What follows belongs to an exercise in optimizing a design on an open flow for small area; a production flow would make more cautious choices.
Where RTL was checked, it was by simulation tests only, not by an equivalence proof against the original.
No activity file was given, so power comes from the tool's default toggle rates.

==> inputs of 08-08 <==
==> flow/design.v (excerpt) <==
module ex_subsystem #(
  parameter int FIFO_DEPTH = 4
) (
  input  logic        clk,
  input  logic        rst,
  input  logic        in_valid,
  input  logic [31:0] in_pc,
  input  logic [31:0] in_instruction,
  input  logic [31:0] in_rs1_data,
  input  logic [31:0] in_rs2_data,
  output logic        in_ready,
  output logic        br_taken,
  output logic [1:0]  pcmux_sel,
  output logic [31:0] alu_out_to_pc,
  input  logic        mem_ready,
  output logic        mem_valid,
  output logic [31:0] mem_addr,
  output logic        mem_read,
  output logic        mem_write,
  output logic [3:0]  mem_byte_enable,
  output logic [31:0] mem_wdata
);
==> module ex_subsystem, before the edit <==
module ex_subsystem #(
  parameter int FIFO_DEPTH = 4
) (
  input  logic        clk,
  input  logic        rst,
  input  logic        in_valid,
  input  logic [31:0] in_pc,
  input  logic [31:0] in_instruction,
  input  logic [31:0] in_rs1_data,
  input  logic [31:0] in_rs2_data,
  output logic        in_ready,
  output logic        br_taken,
  output logic [1:0]  pcmux_sel,
  output logic [31:0] alu_out_to_pc,
  input  logic        mem_ready,
  output logic        mem_valid,
  output logic [31:0] mem_addr,
  output logic        mem_read,
  output logic        mem_write,
  output logic [3:0]  mem_byte_enable,
  output logic [31:0] mem_wdata
);
  logic [31:0] ins, rs1, rs2;
  logic [6:0]  op;
  logic [2:0]  f3;
  assign ins = in_instruction;
  assign rs1 = in_rs1_data;
  assign rs2 = in_rs2_data;
  assign op  = ins[6:0];
  assign f3  = ins[14:12];
  logic is_lui, is_auipc, is_jal, is_jalr, is_br, is_load, is_store, is_opimm, is_op;
  assign is_lui   = (op == 7'b0110111);
  assign is_auipc = (op == 7'b0010111);
  assign is_jal   = (op == 7'b1101111);
  assign is_jalr  = (op == 7'b1100111);
  assign is_br    = (op == 7'b1100011);
  assign is_load  = (op == 7'b0000011);
  assign is_store = (op == 7'b0100011);
  assign is_opimm = (op == 7'b0010011);
  assign is_op    = (op == 7'b0110011);
  logic is_arith, is_mem;
  assign is_arith = is_opimm | is_op;
  assign is_mem   = is_load | is_store;
  logic [31:0] imm_i, imm_s, imm_b, imm_u, imm_j, imm;
  assign imm_i = {{20{ins[31]}}, ins[31:20]};
  assign imm_s = {{20{ins[31]}}, ins[31:25], ins[11:7]};
  assign imm_b = {{19{ins[31]}}, ins[31], ins[7], ins[30:25], ins[11:8], 1'b0};
  assign imm_u = {ins[31:12], 12'h000};
  assign imm_j = {{11{ins[31]}}, ins[31], ins[19:12], ins[20], ins[30:21], 1'b0};
  always_comb begin
    if (is_lui | is_auipc) imm = imm_u;
    else if (is_jal)       imm = imm_j;
    else if (is_br)        imm = imm_b;
    else if (is_store)     imm = imm_s;
    else                   imm = imm_i;
  end
  logic [31:0] a, b, sum;
  logic        sub;
  assign a   = (is_auipc | is_jal | is_br) ? in_pc : (is_lui ? 32'd0 : rs1);
  assign b   = is_op ? rs2 : imm;
  assign sub = is_op & (f3 == 3'b000) & ins[30];
  assign sum = a + (b ^ {32{sub}}) + {31'd0, sub};
  logic [31:0] sll_r, sr_r;
  logic        sra;
  assign sra   = ins[30];
  assign sll_r = rs1 << b[4:0];
  assign sr_r  = 32'($signed({sra & rs1[31], rs1}) >>> b[4:0]);
  logic [31:0] cb;
  logic        ltu, lts, eq, cond;
  assign cb  = is_opimm ? imm_i : rs2;
  assign ltu = rs1 < cb;
  assign lts = ltu ^ rs1[31] ^ cb[31];
  assign eq  = (rs1 == cb);
  always_comb begin
    case (f3[2:1])
      2'b00:   cond = eq ^ f3[0];
      2'b10:   cond = lts ^ f3[0];
      2'b11:   cond = ltu ^ f3[0];
      default: cond = 1'b0;
    endcase
  end
  logic [31:0] f;
  always_comb begin
    if (!is_arith) f = sum;
    else begin
      case (f3)
        3'b000:  f = sum;
        3'b001:  f = sll_r;
        3'b010:  f = {31'd0, lts};
        3'b011:  f = {31'd0, ltu};
        3'b100:  f = rs1 ^ b;
        3'b101:  f = sr_r;
        3'b110:  f = rs1 | b;
        default: f = rs1 & b;
      endcase
    end
  end
  assign alu_out_to_pc = in_valid ? {f[31:1], f[0] & ~is_jalr} : 32'd0;
  assign br_taken      = in_valid & (is_jal | is_jalr | (is_br & cond));
  assign pcmux_sel     = {in_valid & is_jalr, in_valid & (is_jal | (is_br & cond))};
  logic [3:0]  be_base, be_in;
  logic [31:0] wd_in;
  always_comb begin
    case (f3[1:0])
      2'b00:   be_base = 4'b0001;
      2'b01:   be_base = 4'b0011;
      default: be_base = 4'b1111;
    endcase
  end
  assign be_in = be_base << sum[1:0];
  assign wd_in = rs2 << {sum[1:0], 3'b000};
  localparam int EW = 1 + 4 + 30 + 32;
  logic [EW-1:0] e_in;
  assign e_in = {is_store, be_in, sum[31:2], wd_in};
  logic [EW-1:0] q [4];
  logic [1:0]    wp, rp;
  logic [2:0]    cnt;
  logic          pcr;     
  logic          push, pop, deq_valid, deq_ready;
  assign in_ready  = ~(cnt[2] | (cnt[1] & cnt[0] & pcr));
  assign push      = in_valid & is_mem & in_ready;
  assign deq_valid = (cnt != 3'd0);
  assign deq_ready = ~mem_valid | mem_ready;
  assign pop       = deq_valid & deq_ready;
  always_ff @(posedge clk) begin
    if (push) q[wp] <= e_in;
  end
  always_ff @(posedge clk) begin
    if (rst) begin
      wp  <= '0;
      rp  <= '0;
      cnt <= '0;
      pcr <= 1'b0;
    end else begin
      if (push) wp <= wp + 2'd1;
      if (pop)  rp <= rp + 2'd1;
      cnt <= cnt + {2'd0, push} - {2'd0, pop};
      pcr <= pop;
    end
  end
  logic [EW-1:0] head;
  logic          o_rd, o_wr;
  logic [3:0]    o_be;
  logic [29:0]   o_addr;
  logic [31:0]   o_wdata;
  assign head = q[rp];
  always_ff @(posedge clk) begin
    if (rst) begin
      o_rd <= 1'b0;
      o_wr <= 1'b0;
      o_be <= 4'b0000;
    end else if (deq_ready) begin
      o_rd <= deq_valid & ~head[EW-1];
      o_wr <= deq_valid & head[EW-1];
      o_be <= deq_valid ? head[EW-2 -: 4] : 4'b0000;
    end
  end
  always_ff @(posedge clk) begin
    if (deq_ready) begin
      o_addr  <= head[61:32];
      o_wdata <= head[31:0];
    end
  end
  assign mem_valid       = o_rd | o_wr;
  assign mem_read        = o_rd;
  assign mem_write       = o_wr;
  assign mem_byte_enable = o_be;
  assign mem_addr        = {o_addr, 2'b00};
  assign mem_wdata       = o_wdata;
endmodule
==> flow/config.mk <==
export PLATFORM = sky130hd
export DESIGN_NAME = ex_subsystem
export DESIGN_NICKNAME = ex_subsystem
export VERILOG_FILES = /design/flow/design.v
export SDC_FILE = /design/flow/constraint.sdc
export NUM_CORES = 4
export LEC_CHECK = 0
export CAP_MARGIN = 20
export CORE_MARGIN = 2
export CORE_UTILIZATION = 40
export SLEW_MARGIN = 20
==> flow/constraint.sdc <==
create_clock -name core_clock -period 10.0 [get_ports {clk}]
set_input_delay 2.0000 -clock core_clock [delete_from_list [all_inputs] [get_ports {clk}]]
set_output_delay 2.0000 -clock core_clock [all_outputs]
set_load 0.01 [all_outputs]
run.sh (not shown) runs the stock make flow with config.mk's settings and CLKGATE_MAP_FILE= SYNTH_SCRIPT=/design/flow/synth_recipe.tcl, a recipe that flattens the netlist after the stock synthesis.
==> 01-02: changes against 08-08 <==
--- a/flow/design.v
+++ b/flow/design.v
@@ -115,3 +115,3 @@
   end
-  logic [31:0] a, b, sum;
+  logic [31:0] a, b, bx, p, g, c, sum;
   logic        sub;
@@ -120,8 +120,32 @@
   assign sub = is_op & (f3 == 3'b000) & ins[30];
-  assign sum = a + (b ^ {32{sub}}) + {31'd0, sub};
-  logic [31:0] sll_r, sr_r;
-  logic        sra;
-  assign sra   = ins[30];
-  assign sll_r = rs1 << b[4:0];
-  assign sr_r  = 32'($signed({sra & rs1[31], rs1}) >>> b[4:0]);
+  assign bx  = b ^ {32{sub}};
+  assign p   = a ^ bx;
+  assign g   = a & bx;
+  always_comb begin
+    logic [31:0] gg, pp;
+    gg = g;
+    pp = p;
+    gg[0] = g[0] | (p[0] & sub);
+    for (int i = 1; i <= 5; i++)
+      for (int j = 2**i - 1; j < 32; j += 2**i) begin
+        gg[j] = gg[j] | (pp[j] & gg[j - 2**(i-1)]);
+        pp[j] = pp[j] & pp[j - 2**(i-1)];
+      end
+    for (int i = 5; i > 0; i--)
+      for (int j = 2**i + 2**(i-1) - 1; j < 32; j += 2**i) begin
+        gg[j] = gg[j] | (pp[j] & gg[j - 2**(i-1)]);
+        pp[j] = pp[j] & pp[j - 2**(i-1)];
+      end
+    c = {gg[30:0], sub};
+  end
+  assign sum = p ^ c;
+  logic [31:0] rs1_rev, sh_in, sh_out, sh_rev;
+  logic        fill;
+  always_comb
+    for (int i = 0; i < 32; i++) rs1_rev[i] = rs1[31-i];
+  assign sh_in  = f3[2] ? rs1 : rs1_rev;
+  assign fill   = f3[2] & ins[30] & rs1[31];
+  assign sh_out = 32'($signed({fill, sh_in}) >>> b[4:0]);
+  always_comb
+    for (int i = 0; i < 32; i++) sh_rev[i] = sh_out[31-i];
   logic [31:0] cb;
@@ -140,19 +164,18 @@
   end
+  logic s_sum, s_p, s_g, s_sll, s_sr, s_slt, s_sltu;
+  assign s_sum  = in_valid & (~is_arith | (f3 == 3'b000));
+  assign s_p    = in_valid & (~is_arith | (f3 == 3'b000) | (f3 == 3'b100) | (f3 == 3'b110));
+  assign s_g    = in_valid & is_arith & (f3[2:1] == 2'b11);
+  assign s_sll  = in_valid & is_arith & (f3 == 3'b001);
+  assign s_sr   = in_valid & is_arith & (f3 == 3'b101);
+  assign s_slt  = in_valid & is_arith & (f3 == 3'b010);
+  assign s_sltu = in_valid & is_arith & (f3 == 3'b011);
+  logic [31:0] msum, mp;
+  assign msum = {{31{s_sum}}, s_sum & ~is_jalr};
+  assign mp   = {{31{s_p}},   s_p & ~is_jalr};
   logic [31:0] f;
-  always_comb begin
-    if (!is_arith) f = sum;
-    else begin
-      case (f3)
-        3'b000:  f = sum;
-        3'b001:  f = sll_r;
-        3'b010:  f = {31'd0, lts};
-        3'b011:  f = {31'd0, ltu};
-        3'b100:  f = rs1 ^ b;
-        3'b101:  f = sr_r;
-        3'b110:  f = rs1 | b;
-        default: f = rs1 & b;
-      endcase
-    end
-  end
-  assign alu_out_to_pc = in_valid ? {f[31:1], f[0] & ~is_jalr} : 32'd0;
+  assign f = ((p & mp) ^ ((c & msum) | (g & {32{s_g}})))
+           | (sh_rev & {32{s_sll}}) | (sh_out & {32{s_sr}})
+           | {31'd0, (lts & s_slt) | (ltu & s_sltu)};
+  assign alu_out_to_pc = f;
   assign br_taken      = in_valid & (is_jal | is_jalr | (is_br & cond));
@@ -200,7 +223,10 @@
   logic [EW-1:0] head;
+  logic [3:0]    sel;
   logic          o_rd, o_wr;
   logic [3:0]    o_be;
-  logic [29:0]   o_addr;
-  logic [31:0]   o_wdata;
-  assign head = q[rp];
+  logic [61:0]   o_data;    
+  always_comb
+    for (int k = 0; k < 4; k++) sel[k] = deq_ready & (rp == 2'(k));
+  assign head = (q[0] & {EW{sel[0]}}) | (q[1] & {EW{sel[1]}})
+              | (q[2] & {EW{sel[2]}}) | (q[3] & {EW{sel[3]}});
   always_ff @(posedge clk) begin
@@ -216,8 +242,4 @@
   end
-  always_ff @(posedge clk) begin
-    if (deq_ready) begin
-      o_addr  <= head[61:32];
-      o_wdata <= head[31:0];
-    end
-  end
+  always_ff @(posedge clk)
+    o_data <= head[61:0] | (o_data & {62{~deq_ready}});
   assign mem_valid       = o_rd | o_wr;
@@ -226,4 +248,4 @@
   assign mem_byte_enable = o_be;
-  assign mem_addr        = {o_addr, 2'b00};
-  assign mem_wdata       = o_wdata;
+  assign mem_addr        = {o_data[61:32], 2'b00};
+  assign mem_wdata       = o_data[31:0];
 endmodule
==> flow/flow/run.sh (new file) <==
#!/bin/bash
# Standard ORFS layout with smaller port buffers and no CTS dummy loads.
set -euo pipefail
bash standard.sh \
  "BUFFER_PORTS_ARGS=-buffer_cell sky130_fd_sc_hd__buf_1" \
  "CTS_ARGS=-sink_clustering_enable -repair_clock_nets -dont_use_dummy_load" \
  finish > standard.log 2>&1
==> flow/standard.sh (new file) <==
#!/bin/bash
# synth_recipe.tcl (not shown) runs the flow's synth.tcl, then flattens the netlist and writes it again
# the make line also repeats each setting of config.mk as NAME=value (left out here)
make -C /OpenROAD-flow-scripts/flow DESIGN_CONFIG=/design/flow/config.mk WORK_HOME=/design/flow/orfs CLKGATE_MAP_FILE= SYNTH_SCRIPT=/design/flow/synth_recipe.tcl "${@:-finish}"
removed: flow/run.sh
==> comparison table <==
|  | 08-08 | 01-02 |
|---|---|---|
| Metal2 WL | 43.3 mm | 36.1 mm |
| Drt first-iter violations | 1981 | 1991 |
| Pwr/cell area | 183 mW/mm2 | 193 mW/mm2 |
| Arrival time worst endpoint | 7.72 ns | 7.59 ns |
| Standard-cell rows | 87 | 82 |
| Post-route total power | 0.00509 W | 0.00432 W |
| Max stage delay cell, worst path | o21ai_0 | or4bb_1 |
| Number of diodes added for antenna fixing | 3 | 1 |
| Max rail drop VDD | 114 uV | 168 uV |
| FF-to-FF setup slack | 7.26 ns | 6.28 ns |
| Number of buffers added by the clock tree synthesis step | 36 | 29 |
| Status | no timing/DRC/antenna violations | no timing/DRC/antenna violations |
| #FFs+latches synth | 346 | 344 |
| Clock Skews | 0.0155 ns | 0.0171 ns |
| Combined buffer and inverter count along the critical path | 3 | 6 |
| Multi-input combinational cell area | 0.0118 mm2 | 0.00986 mm2 |
| Die Height | 243 um | 229 um |
| Share of the final layout cell area in sequential cells | 0.367 | 0.427 |
| Cell with the most instances after synthesis | edfxtp_1 | nand2_1 |
| Clock-pin transition on the worst setup and hold timing paths | 0.06 ns | 0.07 ns |
| GR Layer Usage met1 | 0.436 | 0.396 |
| Leakage power | 10.5 nW | 8.30 nW |
| Sequential logic power | 0.00196 W | 0.00187 W |
| Design internal power | 0.00349 W | 0.00274 W |
Function not checked in 08-08: the RTL went through the layout flow alone.

==> build 18 <==
ex_subsystem, a different RTL version from the one above (not shown whole).
Design ex_subsystem, start of the top module:
module ex_subsystem #(
  parameter int FIFO_DEPTH = 4
) (
  input  logic        clk,
  input  logic        rst,
  input  logic        in_valid,
  input  logic [31:0] in_pc,
  input  logic [31:0] in_instruction,
  input  logic [31:0] in_rs1_data,
  input  logic [31:0] in_rs2_data,
  output logic        in_ready,
  output logic        br_taken,
  output logic [1:0]  pcmux_sel,
  output logic [31:0] alu_out_to_pc,
  input  logic        mem_ready,
  output logic        mem_valid,
  output logic [31:0] mem_addr,
  output logic        mem_read,
  output logic        mem_write,
  output logic [3:0]  mem_byte_enable,
  output logic [31:0] mem_wdata
);
==> module ex_slot, before the edit <==
module ex_slot (
  input  logic [66:0]  d,
  input  logic [267:0] q,
  input  logic [3:0]   we,
  input  logic [3:0]   hold,
  output logic [267:0] n
);
  localparam int EW = 67;
  always_comb
    for (int k = 0; k < 4; k++)
      n[k*EW +: EW] = (d & {EW{we[k]}}) | (q[k*EW +: EW] & {EW{hold[k]}});
endmodule
==> module ex_subsystem, before the edit <==
module ex_subsystem #(
  parameter int FIFO_DEPTH = 4
) (
  input  logic        clk,
  input  logic        rst,
  input  logic        in_valid,
  input  logic [31:0] in_pc,
  input  logic [31:0] in_instruction,
  input  logic [31:0] in_rs1_data,
  input  logic [31:0] in_rs2_data,
  output logic        in_ready,
  output logic        br_taken,
  output logic [1:0]  pcmux_sel,
  output logic [31:0] alu_out_to_pc,
  input  logic        mem_ready,
  output logic        mem_valid,
  output logic [31:0] mem_addr,
  output logic        mem_read,
  output logic        mem_write,
  output logic [3:0]  mem_byte_enable,
  output logic [31:0] mem_wdata
);
  logic [31:0] ins, rs1, rs2, f_al, sum;
  logic [2:0]  f3;
  logic [4:0]  shamt;
  logic        s_sll, s_sr, is_mem, is_store;
  assign ins = in_instruction;
  assign rs1 = in_rs1_data;
  assign rs2 = in_rs2_data;
  assign f3  = ins[14:12];
  ex_alu u_alu (
    .in_instruction (in_instruction),
    .in_pc          (in_pc),
    .in_rs1_data    (in_rs1_data),
    .in_rs2_data    (in_rs2_data),
    .in_valid       (in_valid),
    .f_al           (f_al),
    .sum            (sum),
    .shamt          (shamt),
    .s_sll          (s_sll),
    .s_sr           (s_sr),
    .br_taken       (br_taken),
    .pcmux_sel      (pcmux_sel),
    .is_mem         (is_mem),
    .is_store       (is_store)
  );
  logic [31:0] rs1_rev, sh_in, sh_out, sh_rev;
  logic        fill;
  always_comb
    for (int i = 0; i < 32; i++) rs1_rev[i] = rs1[31-i];
  assign sh_in  = f3[2] ? rs1 : rs1_rev;
  assign fill   = f3[2] & ins[30] & rs1[31];
  assign sh_out = 32'($signed({fill, sh_in}) >>> shamt);
  always_comb
    for (int i = 0; i < 32; i++) sh_rev[i] = sh_out[31-i];
  assign alu_out_to_pc = f_al | (sh_rev & {32{s_sll}}) | (sh_out & {32{s_sr}});
  logic [3:0]  be_base, be_in;
  logic [31:0] wd_in;
  always_comb begin
    case (f3[1:0])
      2'b00:   be_base = 4'b0001;
      2'b01:   be_base = 4'b0011;
      default: be_base = 4'b1111;
    endcase
  end
  assign be_in = be_base << sum[1:0];
  assign wd_in = rs2 << {sum[1:0], 3'b000};
  localparam int EW = 1 + 4 + 30 + 32;
  logic [EW-1:0] e_in;
  assign e_in = {is_store, be_in, sum[31:2], wd_in};
  logic [EW-1:0] q [4];
  logic [1:0]    wp, rp;
  logic [2:0]    cnt;
  logic          pcr;     
  logic          push, pop, deq_valid, deq_ready;
  assign in_ready  = ~(cnt[2] | (cnt[1] & cnt[0] & pcr));
  assign push      = in_valid & is_mem & in_ready;
  assign deq_valid = (cnt != 3'd0);
  assign deq_ready = ~mem_valid | mem_ready;
  assign pop       = deq_valid & deq_ready;
  logic [3:0]      we, hold;
  logic [4*EW-1:0] q_flat, q_next;
  always_comb
    for (int k = 0; k < 4; k++) begin
      we[k]   = in_valid & is_mem & ~cnt[2] & (wp == 2'(k));
      hold[k] = ~(push & (wp == 2'(k)));
      q_flat[k*EW +: EW] = q[k];
    end
  ex_slot u_slot (.d(e_in), .q(q_flat), .we(we), .hold(hold), .n(q_next));
  always_ff @(posedge clk)
    for (int k = 0; k < 4; k++) q[k] <= q_next[k*EW +: EW];
  always_ff @(posedge clk) begin
    if (rst) begin
      wp  <= '0;
      rp  <= '0;
      cnt <= '0;
      pcr <= 1'b0;
    end else begin
      wp  <= wp + {1'b0, push};
      rp  <= rp + {1'b0, pop};
      cnt <= cnt + {2'd0, push} - {2'd0, pop};
      pcr <= pop;
    end
  end
  logic [EW-1:0] head;
  logic [3:0]    sel;
  logic          o_rd, o_wr;
  logic [3:0]    o_be;
  logic [61:0]   o_data;    
  always_comb
    for (int k = 0; k < 4; k++) sel[k] = deq_ready & (rp == 2'(k));
  assign head = (q[0] & {EW{sel[0]}}) | (q[1] & {EW{sel[1]}})
              | (q[2] & {EW{sel[2]}}) | (q[3] & {EW{sel[3]}});
  always_ff @(posedge clk) begin
    if (rst) begin
      o_rd <= 1'b0;
      o_wr <= 1'b0;
      o_be <= 4'b0000;
    end else if (deq_ready) begin
      o_rd <= deq_valid & ~head[EW-1];
      o_wr <= deq_valid & head[EW-1];
      o_be <= deq_valid ? head[EW-2 -: 4] : 4'b0000;
    end
  end
  always_ff @(posedge clk)
    o_data <= head[61:0] | (o_data & {62{~deq_ready}});
  assign mem_valid       = o_rd | o_wr;
  assign mem_read        = o_rd;
  assign mem_write       = o_wr;
  assign mem_byte_enable = o_be;
  assign mem_addr        = {o_data[61:32], 2'b00};
  assign mem_wdata       = o_data[31:0];
endmodule
==> module ex_alu, before the edit <==
module ex_alu (
  input  logic [31:0] in_instruction,
  input  logic [31:0] in_pc,
  input  logic [31:0] in_rs1_data,
  input  logic [31:0] in_rs2_data,
  input  logic        in_valid,
  output logic [31:0] f_al,       
  output logic [31:0] sum,        
  output logic [4:0]  shamt,
  output logic        s_sll,
  output logic        s_sr,
  output logic        br_taken,
  output logic [1:0]  pcmux_sel,
  output logic        is_mem,
  output logic        is_store
);
  logic [31:0] ins, rs1, rs2;
  logic [6:0]  op;
  logic [2:0]  f3;
  assign ins = in_instruction;
  assign rs1 = in_rs1_data;
  assign rs2 = in_rs2_data;
  assign op  = ins[6:0];
  assign f3  = ins[14:12];
  logic is_lui, is_auipc, is_jal, is_jalr, is_br, is_load, is_opimm, is_op;
  assign is_lui   = (op == 7'b0110111);
  assign is_auipc = (op == 7'b0010111);
  assign is_jal   = (op == 7'b1101111);
  assign is_jalr  = (op == 7'b1100111);
  assign is_br    = (op == 7'b1100011);
  assign is_load  = (op == 7'b0000011);
  assign is_store = (op == 7'b0100011);
  assign is_opimm = (op == 7'b0010011);
  assign is_op    = (op == 7'b0110011);
  logic is_arith;
  assign is_arith = is_opimm | is_op;
  assign is_mem   = is_load | is_store;
  logic [31:0] imm_i, imm_s, imm_b, imm_u, imm_j, imm;
  assign imm_i = {{20{ins[31]}}, ins[31:20]};
  assign imm_s = {{20{ins[31]}}, ins[31:25], ins[11:7]};
  assign imm_b = {{19{ins[31]}}, ins[31], ins[7], ins[30:25], ins[11:8], 1'b0};
  assign imm_u = {ins[31:12], 12'h000};
  assign imm_j = {{11{ins[31]}}, ins[31], ins[19:12], ins[20], ins[30:21], 1'b0};
  always_comb begin
    if (is_lui | is_auipc) imm = imm_u;
    else if (is_jal)       imm = imm_j;
    else if (is_br)        imm = imm_b;
    else if (is_store)     imm = imm_s;
    else                   imm = imm_i;
  end
  logic [31:0] a, b, bx, p, g, c;
  logic        sub;
  assign a   = (is_auipc | is_jal | is_br) ? in_pc : (is_lui ? 32'd0 : rs1);
  assign b   = is_op ? rs2 : imm;
  assign sub = is_op & (f3 == 3'b000) & ins[30];
  assign bx  = b ^ {32{sub}};
  assign p   = a ^ bx;
  assign g   = a & bx;
  ex_carry u_carry (.p(p), .g(g), .cin(sub), .c(c));
  assign sum = p ^ c;
  logic [31:0] cb;
  logic        ltu, lts, eq, cond;
  assign cb  = is_opimm ? imm_i : rs2;
  ex_cmp u_cmp (.a(rs1), .b(cb), .ltu(ltu), .eq(eq));
  assign lts = ltu ^ rs1[31] ^ cb[31];
  always_comb begin
    case (f3[2:1])
      2'b00:   cond = eq ^ f3[0];
      2'b10:   cond = lts ^ f3[0];
      2'b11:   cond = ltu ^ f3[0];
      default: cond = 1'b0;
    endcase
  end
  logic s_sum, s_p, s_g, s_slt, s_sltu;
  assign s_sum  = in_valid & (~is_arith | (f3 == 3'b000));
  assign s_p    = in_valid & is_arith & (f3[2] & ~f3[0]);
  assign s_g    = in_valid & is_arith & (f3[2:1] == 2'b11);
  assign s_sll  = in_valid & is_arith & (f3 == 3'b001);
  assign s_sr   = in_valid & is_arith & (f3 == 3'b101);
  assign s_slt  = in_valid & is_arith & (f3 == 3'b010);
  assign s_sltu = in_valid & is_arith & (f3 == 3'b011);
  logic [31:0] msum;
  assign msum = {{31{s_sum}}, s_sum & ~is_jalr};
  assign f_al  = (sum & msum) | (p & {32{s_p}}) | (g & {32{s_g}})
               | {31'd0, (lts & s_slt) | (ltu & s_sltu)};
  assign shamt = b[4:0];
  assign br_taken      = in_valid & (is_jal | is_jalr | (is_br & cond));
  assign pcmux_sel     = {in_valid & is_jalr, in_valid & (is_jal | (is_br & cond))};
endmodule
export LEC_CHECK = 0
export CAP_MARGIN = 20
export CORE_MARGIN = 2
export CORE_UTILIZATION = 40
export SLEW_MARGIN = 20
create_clock -name core_clock -period 10.0 [get_ports {clk}]
standard.sh (not shown) runs the stock make flow with config.mk's settings and CLKGATE_MAP_FILE= SYNTH_SCRIPT=/design/flow/synth_recipe.tcl, a recipe that flattens the netlist after the stock synthesis.
==> flow/flow/run.sh <==
#!/bin/bash
# Layout flow: the standard ORFS flow (standard.sh) with these changes:
#  - synthesis is the standard script except for the ABC step: the modules named
#    in ABC_PLAN keep their hierarchy through synthesis and are each mapped with
#    their own ABC script (the carry and comparator trees with flow/keep.abc,
#    which keeps their structure; the rest of the ALU with flow/area.abc); the
#    top module is mapped for area with flow/area_top.abc; the queue slots'
#    AND-OR (ex_slot) is mapped to a22o cells only (see flow/abc_step.tcl). Registers are not touched by ABC, so they
#    keep the standard synthesis's names and cells. The design is flattened at
#    the end as synth_recipe.tcl does;
#  - sky130_fd_sc_hd__buf_1 as the port buffers;
#  - clock tree synthesis with clkbuf_8 and no dummy loads.
# Each tool's output is in standard.log and in orfs/logs.
set -euo pipefail
W=$PWD
FH=${FLOW_HOME:-/OpenROAD-flow-scripts/flow}
export MY_AREA_ABC=${MY_AREA_ABC:-$W/flow/area_top.abc}
export MY_ABC_PLAN=${ABC_PLAN-ex_alu=$W/flow/area.abc ex_carry=$W/flow/keep.abc ex_cmp=$W/flow/keep.abc ex_slot=$W/flow/keep.abc}
export MY_AO_MODULES=${AO_MODULES-ex_slot}
sed "s#source \$::env(SCRIPTS_DIR)/synth.tcl#source $W/my_synth_body.tcl#" synth_recipe.tcl > my_synth.tcl
sed "s#^  log_cmd abc {\*}\$abc_args\$#  source $W/flow/abc_step.tcl#" "$FH/scripts/synth.tcl" > my_synth_body.tcl
grep -q "abc_step.tcl" my_synth_body.tcl
CTS="-sink_clustering_enable -repair_clock_nets -dont_use_dummy_load"
CTS="$CTS -buf_list sky130_fd_sc_hd__clkbuf_8 -sink_clustering_size 15 -sink_clustering_max_diameter 100"
FA=("ADDER_MAP_FILE=")
if [[ "${USE_FA:-1}" == 1 ]]; then FA=(); fi
KEEP=()
MODS=""
for it in $MY_ABC_PLAN; do MODS="$MODS ${it%%=*}"; done
if [[ -n "$MODS" ]]; then KEEP=("SYNTH_KEEP_MODULES=${MODS# }"); fi
bash standard.sh \
  "SYNTH_SCRIPT=$W/my_synth.tcl" \
  "${FA[@]}" \
  "${KEEP[@]}" \
  "BUFFER_PORTS_ARGS=-buffer_cell sky130_fd_sc_hd__buf_1" \
  "CTS_ARGS=$CTS" \
  ${EXTRA_ARGS:-} ${RUN_TARGETS:-finish} > standard.log 2>&1
==> flow/flow/abc_step.tcl <==
# ABC step of flow/run.sh. MY_ABC_PLAN lists module=script pairs: each such
# module (kept as its own module through synthesis) is mapped with that ABC
# script; the top module is mapped with MY_AREA_ABC. The modules in
# MY_AO_MODULES (queue slot selects, a pure AND-OR) are mapped to a22o cells
# only, which ABC would otherwise build from two gates and shared inverters.
set ao_dont_use {}
foreach c {o21ai nand2 o22ai a22oi a21oi o2bb2ai o2bb2a a2bb2oi a2bb2o} {
  lappend ao_dont_use -dont_use "sky130_fd_sc_hd__${c}_*"
}
foreach item $::env(MY_ABC_PLAN) {
  lassign [split $item =] m script
  set extra {}
  if { [lsearch -exact $::env(MY_AO_MODULES) $m] >= 0 } { set extra $ao_dont_use }
  log_cmd abc {*}[lreplace $abc_args 1 1 $script] {*}$extra $m
}
log_cmd abc {*}[lreplace $abc_args 1 1 $::env(MY_AREA_ABC)] $::env(DESIGN_NAME)
==> flow/flow/area_top.abc <==
strash
dc2
dc2
dch -f
amap
Other scripts of this flow, unchanged in this note and not shown: flow/flow/area.abc, flow/flow/keep.abc
==> inputs of build 64, as changes to build 18 <==
--- a/flow/design.v
+++ b/flow/design.v
@@ -192,15 +192,2 @@
 `timescale 1ns/1ps
-module ex_slot (
-  input  logic [66:0]  d,
-  input  logic [267:0] q,
-  input  logic [3:0]   we,
-  input  logic [3:0]   hold,
-  output logic [267:0] n
-);
-  localparam int EW = 67;
-  always_comb
-    for (int k = 0; k < 4; k++)
-      n[k*EW +: EW] = (d & {EW{we[k]}}) | (q[k*EW +: EW] & {EW{hold[k]}});
-endmodule
-`timescale 1ns/1ps
 module ex_subsystem #(
@@ -285,13 +272,5 @@
   assign pop       = deq_valid & deq_ready;
-  logic [3:0]      we, hold;
-  logic [4*EW-1:0] q_flat, q_next;
-  always_comb
-    for (int k = 0; k < 4; k++) begin
-      we[k]   = in_valid & is_mem & ~cnt[2] & (wp == 2'(k));
-      hold[k] = ~(push & (wp == 2'(k)));
-      q_flat[k*EW +: EW] = q[k];
-    end
-  ex_slot u_slot (.d(e_in), .q(q_flat), .we(we), .hold(hold), .n(q_next));
-  always_ff @(posedge clk)
-    for (int k = 0; k < 4; k++) q[k] <= q_next[k*EW +: EW];
+  always_ff @(posedge clk) begin
+    if (push) q[wp] <= e_in;
+  end
   always_ff @(posedge clk) begin
@@ -303,4 +282,4 @@
     end else begin
-      wp  <= wp + {1'b0, push};
-      rp  <= rp + {1'b0, pop};
+      if (push) wp <= wp + 2'd1;
+      if (pop)  rp <= rp + 2'd1;
       cnt <= cnt + {2'd0, push} - {2'd0, pop};
--- a/flow/flow/run.sh
+++ b/flow/flow/run.sh
@@ -6,4 +6,3 @@
 #    which keeps their structure; the rest of the ALU with flow/area.abc); the
-#    top module is mapped for area with flow/area_top.abc; the queue slots'
-#    AND-OR (ex_slot) is mapped to a22o cells only (see flow/abc_step.tcl). Registers are not touched by ABC, so they
+#    top module is mapped for area with flow/area.abc. Registers are not touched by ABC, so they
 #    keep the standard synthesis's names and cells. The design is flattened at
@@ -16,5 +15,4 @@
 FH=${FLOW_HOME:-/OpenROAD-flow-scripts/flow}
-export MY_AREA_ABC=${MY_AREA_ABC:-$W/flow/area_top.abc}
-export MY_ABC_PLAN=${ABC_PLAN-ex_alu=$W/flow/area.abc ex_carry=$W/flow/keep.abc ex_cmp=$W/flow/keep.abc ex_slot=$W/flow/keep.abc}
-export MY_AO_MODULES=${AO_MODULES-ex_slot}
+export MY_AREA_ABC=${MY_AREA_ABC:-$W/flow/area.abc}
+export MY_ABC_PLAN=${ABC_PLAN-ex_alu=$W/flow/area.abc ex_carry=$W/flow/keep.abc ex_cmp=$W/flow/keep.abc}
 sed "s#source \$::env(SCRIPTS_DIR)/synth.tcl#source $W/my_synth_body.tcl#" synth_recipe.tcl > my_synth.tcl
==> flow/flow/abc_step.tcl (replaced) <==
# ABC step of flow/run.sh. MY_ABC_PLAN lists module=script pairs: each such
# module (kept as its own module through synthesis) is mapped with that ABC
# script; the top module is mapped with MY_AREA_ABC.
foreach item $::env(MY_ABC_PLAN) {
  lassign [split $item =] m script
  log_cmd abc {*}[lreplace $abc_args 1 1 $script] $m
}
log_cmd abc {*}[lreplace $abc_args 1 1 $::env(MY_AREA_ABC)] $::env(DESIGN_NAME)
removed: flow/flow/area_top.abc
==> inputs of trial 6, as changes to build 18 <==
--- a/flow/design.v
+++ b/flow/design.v
@@ -134,3 +134,3 @@
   assign s_sum  = in_valid & (~is_arith | (f3 == 3'b000));
-  assign s_p    = in_valid & is_arith & (f3[2] & ~f3[0]);
+  assign s_p    = in_valid & (~is_arith | (f3 == 3'b000) | (f3 == 3'b100) | (f3 == 3'b110));
   assign s_g    = in_valid & is_arith & (f3[2:1] == 2'b11);
@@ -140,5 +140,6 @@
   assign s_sltu = in_valid & is_arith & (f3 == 3'b011);
-  logic [31:0] msum;
+  logic [31:0] msum, mp;
   assign msum = {{31{s_sum}}, s_sum & ~is_jalr};
-  assign f_al  = (sum & msum) | (p & {32{s_p}}) | (g & {32{s_g}})
+  assign mp   = {{31{s_p}},   s_p & ~is_jalr};
+  assign f_al  = ((p & mp) ^ ((c & msum) | (g & {32{s_g}})))
                | {31'd0, (lts & s_slt) | (ltu & s_sltu)};
@@ -192,15 +193,2 @@
 `timescale 1ns/1ps
-module ex_slot (
-  input  logic [66:0]  d,
-  input  logic [267:0] q,
-  input  logic [3:0]   we,
-  input  logic [3:0]   hold,
-  output logic [267:0] n
-);
-  localparam int EW = 67;
-  always_comb
-    for (int k = 0; k < 4; k++)
-      n[k*EW +: EW] = (d & {EW{we[k]}}) | (q[k*EW +: EW] & {EW{hold[k]}});
-endmodule
-`timescale 1ns/1ps
 module ex_subsystem #(
@@ -285,13 +273,5 @@
   assign pop       = deq_valid & deq_ready;
-  logic [3:0]      we, hold;
-  logic [4*EW-1:0] q_flat, q_next;
-  always_comb
-    for (int k = 0; k < 4; k++) begin
-      we[k]   = in_valid & is_mem & ~cnt[2] & (wp == 2'(k));
-      hold[k] = ~(push & (wp == 2'(k)));
-      q_flat[k*EW +: EW] = q[k];
-    end
-  ex_slot u_slot (.d(e_in), .q(q_flat), .we(we), .hold(hold), .n(q_next));
-  always_ff @(posedge clk)
-    for (int k = 0; k < 4; k++) q[k] <= q_next[k*EW +: EW];
+  always_ff @(posedge clk) begin
+    if (push) q[wp] <= e_in;
+  end
   always_ff @(posedge clk) begin
@@ -303,4 +283,4 @@
     end else begin
-      wp  <= wp + {1'b0, push};
-      rp  <= rp + {1'b0, pop};
+      if (push) wp <= wp + 2'd1;
+      if (pop)  rp <= rp + 2'd1;
       cnt <= cnt + {2'd0, push} - {2'd0, pop};
--- a/flow/flow/run.sh
+++ b/flow/flow/run.sh
@@ -6,4 +6,3 @@
 #    which keeps their structure; the rest of the ALU with flow/area.abc); the
-#    top module is mapped for area with flow/area_top.abc; the queue slots'
-#    AND-OR (ex_slot) is mapped to a22o cells only (see flow/abc_step.tcl). Registers are not touched by ABC, so they
+#    top module is mapped for area with flow/area.abc. Registers are not touched by ABC, so they
 #    keep the standard synthesis's names and cells. The design is flattened at
@@ -16,5 +15,4 @@
 FH=${FLOW_HOME:-/OpenROAD-flow-scripts/flow}
-export MY_AREA_ABC=${MY_AREA_ABC:-$W/flow/area_top.abc}
-export MY_ABC_PLAN=${ABC_PLAN-ex_alu=$W/flow/area.abc ex_carry=$W/flow/keep.abc ex_cmp=$W/flow/keep.abc ex_slot=$W/flow/keep.abc}
-export MY_AO_MODULES=${AO_MODULES-ex_slot}
+export MY_AREA_ABC=${MY_AREA_ABC:-$W/flow/area.abc}
+export MY_ABC_PLAN=${ABC_PLAN-ex_alu=$W/flow/area.abc ex_carry=$W/flow/keep.abc ex_cmp=$W/flow/keep.abc}
 sed "s#source \$::env(SCRIPTS_DIR)/synth.tcl#source $W/my_synth_body.tcl#" synth_recipe.tcl > my_synth.tcl
==> flow/flow/abc_step.tcl (replaced) <==
# ABC step of flow/run.sh. MY_ABC_PLAN lists module=script pairs: each such
# module (kept as its own module through synthesis) is mapped with that ABC
# script; the top module is mapped with MY_AREA_ABC.
foreach item $::env(MY_ABC_PLAN) {
  lassign [split $item =] m script
  log_cmd abc {*}[lreplace $abc_args 1 1 $script] $m
}
log_cmd abc {*}[lreplace $abc_args 1 1 $::env(MY_AREA_ABC)] $::env(DESIGN_NAME)
removed: flow/flow/area_top.abc
==> inputs of build 36, as changes to build 18 <==
--- a/flow/design.v
+++ b/flow/design.v
@@ -192,15 +192,2 @@
 `timescale 1ns/1ps
-module ex_slot (
-  input  logic [66:0]  d,
-  input  logic [267:0] q,
-  input  logic [3:0]   we,
-  input  logic [3:0]   hold,
-  output logic [267:0] n
-);
-  localparam int EW = 67;
-  always_comb
-    for (int k = 0; k < 4; k++)
-      n[k*EW +: EW] = (d & {EW{we[k]}}) | (q[k*EW +: EW] & {EW{hold[k]}});
-endmodule
-`timescale 1ns/1ps
 module ex_subsystem #(
@@ -285,13 +272,5 @@
   assign pop       = deq_valid & deq_ready;
-  logic [3:0]      we, hold;
-  logic [4*EW-1:0] q_flat, q_next;
-  always_comb
-    for (int k = 0; k < 4; k++) begin
-      we[k]   = in_valid & is_mem & ~cnt[2] & (wp == 2'(k));
-      hold[k] = ~(push & (wp == 2'(k)));
-      q_flat[k*EW +: EW] = q[k];
-    end
-  ex_slot u_slot (.d(e_in), .q(q_flat), .we(we), .hold(hold), .n(q_next));
-  always_ff @(posedge clk)
-    for (int k = 0; k < 4; k++) q[k] <= q_next[k*EW +: EW];
+  always_ff @(posedge clk) begin
+    if (push) q[wp] <= e_in;
+  end
   always_ff @(posedge clk) begin
@@ -303,4 +282,4 @@
     end else begin
-      wp  <= wp + {1'b0, push};
-      rp  <= rp + {1'b0, pop};
+      if (push) wp <= wp + 2'd1;
+      if (pop)  rp <= rp + 2'd1;
       cnt <= cnt + {2'd0, push} - {2'd0, pop};
--- a/flow/flow/run.sh
+++ b/flow/flow/run.sh
@@ -6,4 +6,3 @@
 #    which keeps their structure; the rest of the ALU with flow/area.abc); the
-#    top module is mapped for area with flow/area_top.abc; the queue slots'
-#    AND-OR (ex_slot) is mapped to a22o cells only (see flow/abc_step.tcl). Registers are not touched by ABC, so they
+#    top module is mapped for area with flow/area_top.abc. Registers are not touched by ABC, so they
 #    keep the standard synthesis's names and cells. The design is flattened at
@@ -17,4 +16,3 @@
 export MY_AREA_ABC=${MY_AREA_ABC:-$W/flow/area_top.abc}
-export MY_ABC_PLAN=${ABC_PLAN-ex_alu=$W/flow/area.abc ex_carry=$W/flow/keep.abc ex_cmp=$W/flow/keep.abc ex_slot=$W/flow/keep.abc}
-export MY_AO_MODULES=${AO_MODULES-ex_slot}
+export MY_ABC_PLAN=${ABC_PLAN-ex_alu=$W/flow/area.abc ex_carry=$W/flow/keep.abc ex_cmp=$W/flow/keep.abc}
 sed "s#source \$::env(SCRIPTS_DIR)/synth.tcl#source $W/my_synth_body.tcl#" synth_recipe.tcl > my_synth.tcl
==> flow/flow/abc_step.tcl (replaced) <==
# ABC step of flow/run.sh. MY_ABC_PLAN lists module=script pairs: each such
# module (kept as its own module through synthesis) is mapped with that ABC
# script; the top module is mapped with MY_AREA_ABC.
foreach item $::env(MY_ABC_PLAN) {
  lassign [split $item =] m script
  log_cmd abc {*}[lreplace $abc_args 1 1 $script] $m
}
log_cmd abc {*}[lreplace $abc_args 1 1 $::env(MY_AREA_ABC)] $::env(DESIGN_NAME)
==> summary.txt <==
quantity	trial 6	build 36	build 64	build 18
Placed cells	2681	2548	2581	2778
Number of logic stages on the critical path including buffering	27	26	28	27
Final setup margin	0.396 ns	0.230 ns	0.441 ns	0.353 ns
Maximum vdd ir drop	0.168 mV	0.132 mV	0.120 mV	0.103 mV
Pleak	0.00687 uW	0.00680 uW	0.00665 uW	0.00741 uW
Number of instances resized during post-cts repair	1	2	1	0
Status	complete, no violations	complete, no violations	complete, no violations	complete, no violations
Number of multi-input combinational cells in the layout	1207	1182	1146	1420
Most used standard cell by instance count after synthesis	edfxtp_1	edfxtp_1	edfxtp_1	dfxtp_1
Synthesized-area fraction occupied by ao, oa, aoi and oai cells	27.9%	26.0%	27.4%	41.4%
Relative contribution of sequential cells to total power	46.7%	46.3%	47.1%	46.8%
Fraction of power consumed by the clock network	17.2%	17.1%	17.3%	20.7%
Critical hold path startpoint	q[3][34]$_DFFE_PP_	q[0][46]$_DFFE_PP_	q[0][23]$_DFFE_PP_	q[0][32]$_DFF_P_

static timing again, ports no longer ideal:
No port has a modelled driver above. Below, the same layouts with a new extraction and two added sets of constraints.
Step 1 (the two cells are an assumption about what drives the block):
set clk [get_ports {clk}]
set_driving_cell -lib_cell sky130_fd_sc_hd__clkbuf_16 $clk
set_driving_cell -lib_cell sky130_fd_sc_hd__buf_2 [delete_from_list [all_inputs] $clk]
Step 2 moves the port delays by t, midway between the first and last clock arrival at a register: inputs arrive t later, outputs are due t later. That takes back most of the time a late clock gives input paths.
Slacks: no drivers / after step 1 / after step 2; pairs: no drivers / after step 1.
| run | shift t [ns] | slack for setup (ns) | worst hold slack (ns) | clock arrival spread, ns |
|---|---|---|---|---|
| 08-08 | 0.603 | 0.275 / 0.253 / 0.253 | 0.480 / 0.480 / 0.480 | 0.018 / 0.017 |
| 01-02 | 0.589 | 0.413 / 0.387 / 0.387 | 0.432 / 0.432 / 0.432 | 0.025 / 0.025 |
| build 18 | 0.655 | 0.353 / 0.328 / 0.328 | 0.437 / 0.437 / 0.437 | 0.036 / 0.035 |
| build 64 | 0.650 | 0.441 / 0.405 / 0.405 | 0.470 / 0.470 / 0.470 | 0.094 / 0.094 |
| trial 6 | 0.639 | 0.396 / 0.342 / 0.342 | 0.390 / 0.390 / 0.390 | 0.165 / 0.166 |
| build 36 | 0.634 | 0.230 / 0.206 / 0.206 | 0.399 / 0.399 / 0.399 | 0.062 / 0.062 |
After both steps setup and hold are still met in every run listed. For trial 6, which loses most, drivers alone change the setup slack by -0.054 ns; drivers and shift together by -0.054 ns.
